This is an optimization exercise on Yosys and OpenROAD, whose aim is small area, not a production implementation. Power is estimated from default activity; no workload was simulated.

== trial 96 ==
==> flow/design.v <==
package frer_pkg;
    localparam int NUM_PORTS  = 4;
    localparam int PORT_IDX_W = 2;
    localparam int SEQ_W    = 16;
    localparam int HANDLE_W = 4;
    localparam int NUM_STREAMS = 16;
    localparam logic [SEQ_W-1:0] INVALID_SEQ = '1;
    localparam logic [15:0] RESET_TICKS = 16'd50;
    typedef logic [NUM_PORTS-1:0] port_mask_t;   
    typedef struct packed {
        logic [SEQ_W-1:0]    seq_num;   
        logic [HANDLE_W-1:0] handle;    
    } tag_info_t;
    typedef enum logic [1:0] {
        VERDICT_NONE    = 2'd0,   
        VERDICT_PASS    = 2'd1,
        VERDICT_DISCARD = 2'd2
    } verdict_e;
    typedef enum logic [1:0] {
        ST_IDLE   = 2'd0,
        ST_LOOKUP = 2'd1,
        ST_DECIDE = 2'd2,
        ST_REPORT = 2'd3
    } ctrl_state_e;
endpackage
`timescale 1ns/1ps
module match_recovery_top (
    input  logic        i_clk,
    input  logic        i_rst,
    input  logic [3:0]  i_tag_valid,
    input  logic [79:0] i_tag,   
    output logic [3:0]  o_pass_en,
    output logic [3:0]  o_discard_en,
    output logic [3:0]  o_judge_finish
);
    logic [1:0]  r_state;     
    logic [1:0]  r_grant;     
    logic [3:0]  r_pending;
    logic [19:0] r_tag [4];   
    logic [5:0]  r_time;      
    logic        r_done;      
    logic        r_hit;       
    logic [1:0] next_idx;
    logic       next_found;
    logic [1:0] cand;
    always_comb begin
        next_found = 1'b0;
        next_idx   = r_grant;
        cand       = r_grant;
        for (int k = 1; k <= 4; k++) begin
            cand = r_grant + 2'(k);
            if (!next_found && r_pending[cand]) begin
                next_found = 1'b1;
                next_idx   = cand;
            end
        end
    end
    wire       idle   = (r_state == 2'd0);
    wire       report = (r_state == 2'd3);
    wire [3:0] finish = report ? (4'b0001 << r_grant) : 4'b0000;
    always_ff @(posedge i_clk) begin
        if (i_rst) begin
            r_state <= 2'd0;
            r_grant <= 2'd3;
        end else if (idle) begin
            if (next_found) begin
                r_grant <= next_idx;
                r_state <= 2'd1;
            end
        end else begin
            r_state <= r_state + 2'd1;
        end
    end
    always_ff @(posedge i_clk) begin
        if (i_rst) r_pending <= 4'b0000;
        else       r_pending <= (r_pending & ~finish) | i_tag_valid;
    end
    wire busy = r_state[0] ^ r_state[1];
    always_ff @(posedge i_clk) begin
        for (int p = 0; p < 4; p++) begin
            if (i_tag_valid[p] && !(busy && r_grant == 2'(p)))
                r_tag[p] <= i_tag[p*20 +: 20];
        end
    end
    wire [5:0] time_n     = r_time + 6'd1;
    wire [2:0] time_n_hi1 = time_n[5:3] + 3'd1;
    always_ff @(posedge i_clk) begin
        if (i_rst) r_time <= 6'd0;
        else       r_time <= time_n;
    end
    wire [19:0] cur  = r_tag[r_grant];
    wire [3:0]  h    = cur[3:0];
    wire [15:0] s    = cur[19:4];
    wire        sval = (s != 16'hffff);
    logic [15:0] s_seq [16];
    logic [5:0]  s_t   [16];
    logic [15:0] s_a;
    logic [15:0] s_q;
    function automatic logic [3:0] tap_of(input logic [3:0] slot);
        case (slot)
            4'd0:    tap_of = 4'b1000;
            4'd3:    tap_of = 4'b1001;
            4'd6:    tap_of = 4'b1010;
            4'd9:    tap_of = 4'b1011;
            4'd12:   tap_of = 4'b1100;
            4'd15:   tap_of = 4'b1101;
            default: tap_of = 4'b0000;
        endcase
    endfunction
    logic [5:0] r_tsel;   
    wire  [3:0] h_next = !idle ? h
                       : i_tag_valid[next_idx] ? i_tag[next_idx*20 +: 4]
                       : r_tag[next_idx][3:0];
    wire        win_next = !i_rst && (idle ? next_found : !report);
    wire        at_tap = |r_tsel;
    wire        done_next = !idle && (r_done || at_tap);
    wire  [3:0] tap_next = tap_of(h_next + r_time[3:0] + 4'd1);
    always_ff @(posedge i_clk) begin
        r_tsel <= (win_next && !done_next && tap_next[3]) ? (6'b000001 << tap_next[2:0]) : 6'b000000;
    end
    logic [15:0] e_seq;
    logic [5:0]  e_t;
    logic        e_a;
    logic        e_q;
    always_comb begin
        e_seq = '0;
        e_t   = '0;
        e_a   = 1'b0;
        e_q   = 1'b0;
        for (int j = 0; j < 6; j++) begin
            e_seq = e_seq | ({16{r_tsel[j]}} & s_seq[3*j]);
            e_t   = e_t   | ({6{r_tsel[j]}}  & s_t[3*j]);
            e_a   = e_a   | (r_tsel[j] & s_a[3*j]);
            e_q   = e_q   | (r_tsel[j] & s_q[3*j]);
        end
    end
    wire [5:0] g_i  = r_time - {4'd0, r_state};   
    wire [5:0] d    = r_time - e_t;
    logic      old54;
    logic      at52;
    always_comb begin
        case (r_state)
            2'd1:    begin old54 = (d >= 6'd55); at52 = (d == 6'd53); end
            2'd2:    begin old54 = (d >= 6'd56); at52 = (d == 6'd54); end
            default: begin old54 = (d >= 6'd57); at52 = (d == 6'd55); end
        endcase
    end
    wire       ta   = e_a | e_q | old54;
    wire       eq   = (e_seq == s);
    wire       vpass = sval & (ta | ~eq);
        wire       qnew  = ~e_a & at52;
    for (genvar i = 0; i < 16; i++) begin : g_slot
        localparam int J = (i + 15) % 16;   
        logic [15:0] nseq;
        logic [5:0]  nt;
        logic        na;
        logic        nq;
        if ((J % 3) == 0) begin : g_tap
            wire wr = r_tsel[J / 3];
            assign nseq = (wr && sval)  ? s     : s_seq[J];
            assign nt   = (wr && vpass) ? g_i   : s_t[J];
            assign nq   = (wr && vpass) ? qnew  : s_q[J];
            assign na   = i_rst | (s_a[J] & ~(wr && vpass));
        end else if (J == 2 || J == 10) begin : g_scrub
            wire [5:0] a = r_time - s_t[J];
            wire old = (a[5:3] == 3'b111);
            assign nseq = s_seq[J];
            assign nt   = s_t[J];
            assign nq   = s_q[J];
            assign na   = i_rst | s_a[J] | old;
        end else begin : g_plain
            assign nseq = s_seq[J];
            assign nt   = s_t[J];
            assign nq   = s_q[J];
            assign na   = i_rst | s_a[J];
        end
        always_ff @(posedge i_clk) begin
            s_seq[i] <= nseq;
            s_t[i]   <= nt;
            s_a[i]   <= na;
            s_q[i]   <= nq;
        end
    end
    always_ff @(posedge i_clk) begin
        r_done <= done_next;
    end
    wire hit = ~ta & eq;
    always_ff @(posedge i_clk) begin
        if (at_tap && !report) r_hit <= hit;
    end
    wire fhit  = (at_tap && report) ? hit : r_hit;
    wire fpass = sval & ~fhit;
    wire fdisc = sval & fhit;
    assign o_judge_finish = finish;
    assign o_pass_en      = finish & {4{fpass}};
    assign o_discard_en   = finish & {4{fdisc}};
endmodule
export LEC_CHECK = 0
export ABC_AREA = 1
export CAP_MARGIN = 0
export CORE_MARGIN = 2
export CORE_UTILIZATION = 40
export CTS_CLUSTER_DIAMETER = 100
export CTS_CLUSTER_SIZE = 30
export SLEW_MARGIN = 0
create_clock -name core_clock -period 5.0 [get_ports {i_clk}]
standard.sh (not shown) runs the stock make flow with config.mk's settings and CLKGATE_MAP_FILE= SYNTH_SCRIPT=/design/flow/synth_recipe.tcl, a recipe that flattens the netlist after the stock synthesis.
==> flow/flow/run.sh <==
#!/bin/bash
# The standard layout (standard.sh) with these changes:
#  - synthesis is synth_recipe.tcl unchanged, except that ABC maps the logic
#    with an area script (flow/synth_nf.tcl, flow/abc_nf.script)
#  - port buffers use the smallest buffer cell (BUFFER_PORTS_ARGS)
#  - clock tree synthesis runs without dummy loads (CTS_ARGS)
# Each tool's output goes to ORFS's per-step logs under orfs/logs; make's own
# output goes to flow_make.log here.
set -euo pipefail
export FLOW_WORK="$PWD"
export BUFFER_PORTS_ARGS="-buffer_cell sky130_fd_sc_hd__buf_1"
export CTS_ARGS="-sink_clustering_enable -repair_clock_nets -sink_clustering_size 30 -sink_clustering_max_diameter 100 -dont_use_dummy_load"
sed "s#SYNTH_SCRIPT=[^ ]*synth_recipe.tcl#SYNTH_SCRIPT=$PWD/flow/synth_nf.tcl#" standard.sh > standard_nf.sh
grep -q "SYNTH_SCRIPT=$PWD/flow/synth_nf.tcl" standard_nf.sh
bash standard_nf.sh > flow_make.log 2>&1
==> flow/flow/abc_nf.script <==
strash
&get -n
&fraig -x
&put
scorr
dc2
strash
&get -n
&dch -f
&nf -R 1000
&put
==> flow/flow/synth_nf.tcl <==
# The standard synthesis (synth_recipe.tcl, sourced unchanged below) with one
# change: the ABC run that maps the combinational logic uses abc_nf.script, an
# area-oriented script (&nf mapper), in place of ORFS's abc_area.script.
# Flip-flops are mapped before ABC runs, so the registers are the same.
proc abc {args} {
  set i [lsearch -exact $args -script]
  if {$i >= 0 && [string match *abc_area.script [lindex $args [expr {$i + 1}]]]} {
    lset args [expr {$i + 1}] $::env(FLOW_WORK)/flow/abc_nf.script
  }
  yosys abc {*}$args
}
source $::env(FLOW_WORK)/synth_recipe.tcl
Input-level comparison between build 53 and trial 96:
--- a/flow/design.v
+++ b/flow/design.v
@@ -87,9 +87,10 @@
     always_ff @(posedge i_clk) begin
         if (i_rst) r_time <= 6'd0;
         else       r_time <= time_n;
     end
-    wire [19:0] cur  = r_tag[r_grant];
+    wire [1:0]  gsel = idle ? next_idx : r_grant;
+    wire [19:0] cur  = r_tag[gsel];
     wire [3:0]  h    = cur[3:0];
     wire [15:0] s    = cur[19:4];
     wire        sval = (s != 16'hffff);
     logic [15:0] s_seq [16];
@@ -106,58 +107,48 @@
             4'd15:   tap_of = 4'b1101;
             default: tap_of = 4'b0000;
         endcase
     endfunction
-    logic [5:0] r_tsel;   
-    wire  [3:0] h_next = !idle ? h
-                       : i_tag_valid[next_idx] ? i_tag[next_idx*20 +: 4]
-                       : r_tag[next_idx][3:0];
+    logic       r_at;    
+    logic [2:0] r_ti;
+    wire  [3:0] h_next = (idle && i_tag_valid[next_idx]) ? i_tag[next_idx*20 +: 4] : h;
     wire        win_next = !i_rst && (idle ? next_found : !report);
-    wire        at_tap = |r_tsel;
-    wire        done_next = !idle && (r_done || at_tap);
+    wire        done_next = !idle && (r_done || r_at);
     wire  [3:0] tap_next = tap_of(h_next + r_time[3:0] + 4'd1);
     always_ff @(posedge i_clk) begin
-        r_tsel <= (win_next && !done_next && tap_next[3]) ? (6'b000001 << tap_next[2:0]) : 6'b000000;
+        r_at <= win_next && !done_next && tap_next[3];
+        r_ti <= tap_next[2:0];
     end
+    wire [2:0] ti     = r_ti;
+    wire       at_tap = r_at;
     logic [15:0] e_seq;
     logic [5:0]  e_t;
     logic        e_a;
     logic        e_q;
     always_comb begin
-        e_seq = '0;
-        e_t   = '0;
-        e_a   = 1'b0;
-        e_q   = 1'b0;
-        for (int j = 0; j < 6; j++) begin
-            e_seq = e_seq | ({16{r_tsel[j]}} & s_seq[3*j]);
-            e_t   = e_t   | ({6{r_tsel[j]}}  & s_t[3*j]);
-            e_a   = e_a   | (r_tsel[j] & s_a[3*j]);
-            e_q   = e_q   | (r_tsel[j] & s_q[3*j]);
-        end
+        case (ti)
+            3'd0:    begin e_seq = s_seq[0];  e_t = s_t[0];  e_a = s_a[0];  e_q = s_q[0];  end
+            3'd1:    begin e_seq = s_seq[3];  e_t = s_t[3];  e_a = s_a[3];  e_q = s_q[3];  end
+            3'd2:    begin e_seq = s_seq[6];  e_t = s_t[6];  e_a = s_a[6];  e_q = s_q[6];  end
+            3'd3:    begin e_seq = s_seq[9];  e_t = s_t[9];  e_a = s_a[9];  e_q = s_q[9];  end
+            3'd4:    begin e_seq = s_seq[12]; e_t = s_t[12]; e_a = s_a[12]; e_q = s_q[12]; end
+            default: begin e_seq = s_seq[15]; e_t = s_t[15]; e_a = s_a[15]; e_q = s_q[15]; end
+        endcase
     end
     wire [5:0] g_i  = r_time - {4'd0, r_state};   
-    wire [5:0] d    = r_time - e_t;
-    logic      old54;
-    logic      at52;
-    always_comb begin
-        case (r_state)
-            2'd1:    begin old54 = (d >= 6'd55); at52 = (d == 6'd53); end
-            2'd2:    begin old54 = (d >= 6'd56); at52 = (d == 6'd54); end
-            default: begin old54 = (d >= 6'd57); at52 = (d == 6'd55); end
-        endcase
-    end
-    wire       ta   = e_a | e_q | old54;
+    wire [5:0] age  = g_i - e_t;                   
+    wire       ta   = e_a | e_q | (age >= 6'd54);
     wire       eq   = (e_seq == s);
     wire       vpass = sval & (ta | ~eq);
-        wire       qnew  = ~e_a & at52;
+        wire       qnew  = ~e_a & (age == 6'd52);
     for (genvar i = 0; i < 16; i++) begin : g_slot
         localparam int J = (i + 15) % 16;   
         logic [15:0] nseq;
         logic [5:0]  nt;
         logic        na;
         logic        nq;
         if ((J % 3) == 0) begin : g_tap
-            wire wr = r_tsel[J / 3];
+            wire wr = at_tap && (ti == 3'(J / 3));
             assign nseq = (wr && sval)  ? s     : s_seq[J];
             assign nt   = (wr && vpass) ? g_i   : s_t[J];
             assign nq   = (wr && vpass) ? qnew  : s_q[J];
             assign na   = i_rst | (s_a[J] & ~(wr && vpass));
Findings:
Compared to trial 96, the router laid down less metal wire for build 53. Gate count after technology mapping: trial 96 and build 53 compared, lower one is build 53. Relative to trial 96, total power has gone up in build 53. Summary: with trial 96 as the reference, horizontal die dimension in build 53 moved down slightly. Build 53 ended with less wire length of the first global-routing pass than trial 96. Compared with trial 96, in build 53 shortest clock period the worst path allows after layout went up 0.71 ns, timing-limited maximum frequency now smaller, internal power consumption has increased. For the share of the clock period used by the worst path, build 53 came in 14 points higher than trial 96 did. [flow] build 53 | stages: complete | final checks: fail | reason: negative setup slack. Looking at startpoint of the most critical setup path, the r_ti[1] result is from build 53; the r_tsel[0] one comes from trial 96. Diff trial 96 -> build 53: worst setup slack went down 0.71 ns, share of the yosys chip area belonging to registers went up 0.24 points, final setup violation count went up 8.
No run of this note included a check of the RTL's function; only the layout flow was run.

[afterwards: timing with drivers on the ports]
No port has a modelled driver above. Below, the same layouts with a new extraction and two added sets of constraints.
Step 1: set_driving_cell puts a clkbuf_16 on i_clk and a buf_2 on each other input, an assumption about the parent block.
Step 2 times the ports against the registers' clock, not the clock port: input delays grow and output delays shrink by t, the midpoint of the rising clock arrivals with the driver on.
a / b / c = no drivers / after step 1 / after step 2; a / b = the first two.
| run | t (ns) | setup slack, ns | worst setup path at the end | cell pins on the clock port's net |
|---|---|---|---|---|
| trial 96 | 0.577 | 0.175 / 0.123 / 0.359 | register to register | 1 |
| build 53 | 0.563 | -0.532 / -0.579 / -0.016 | register to output | 1 |
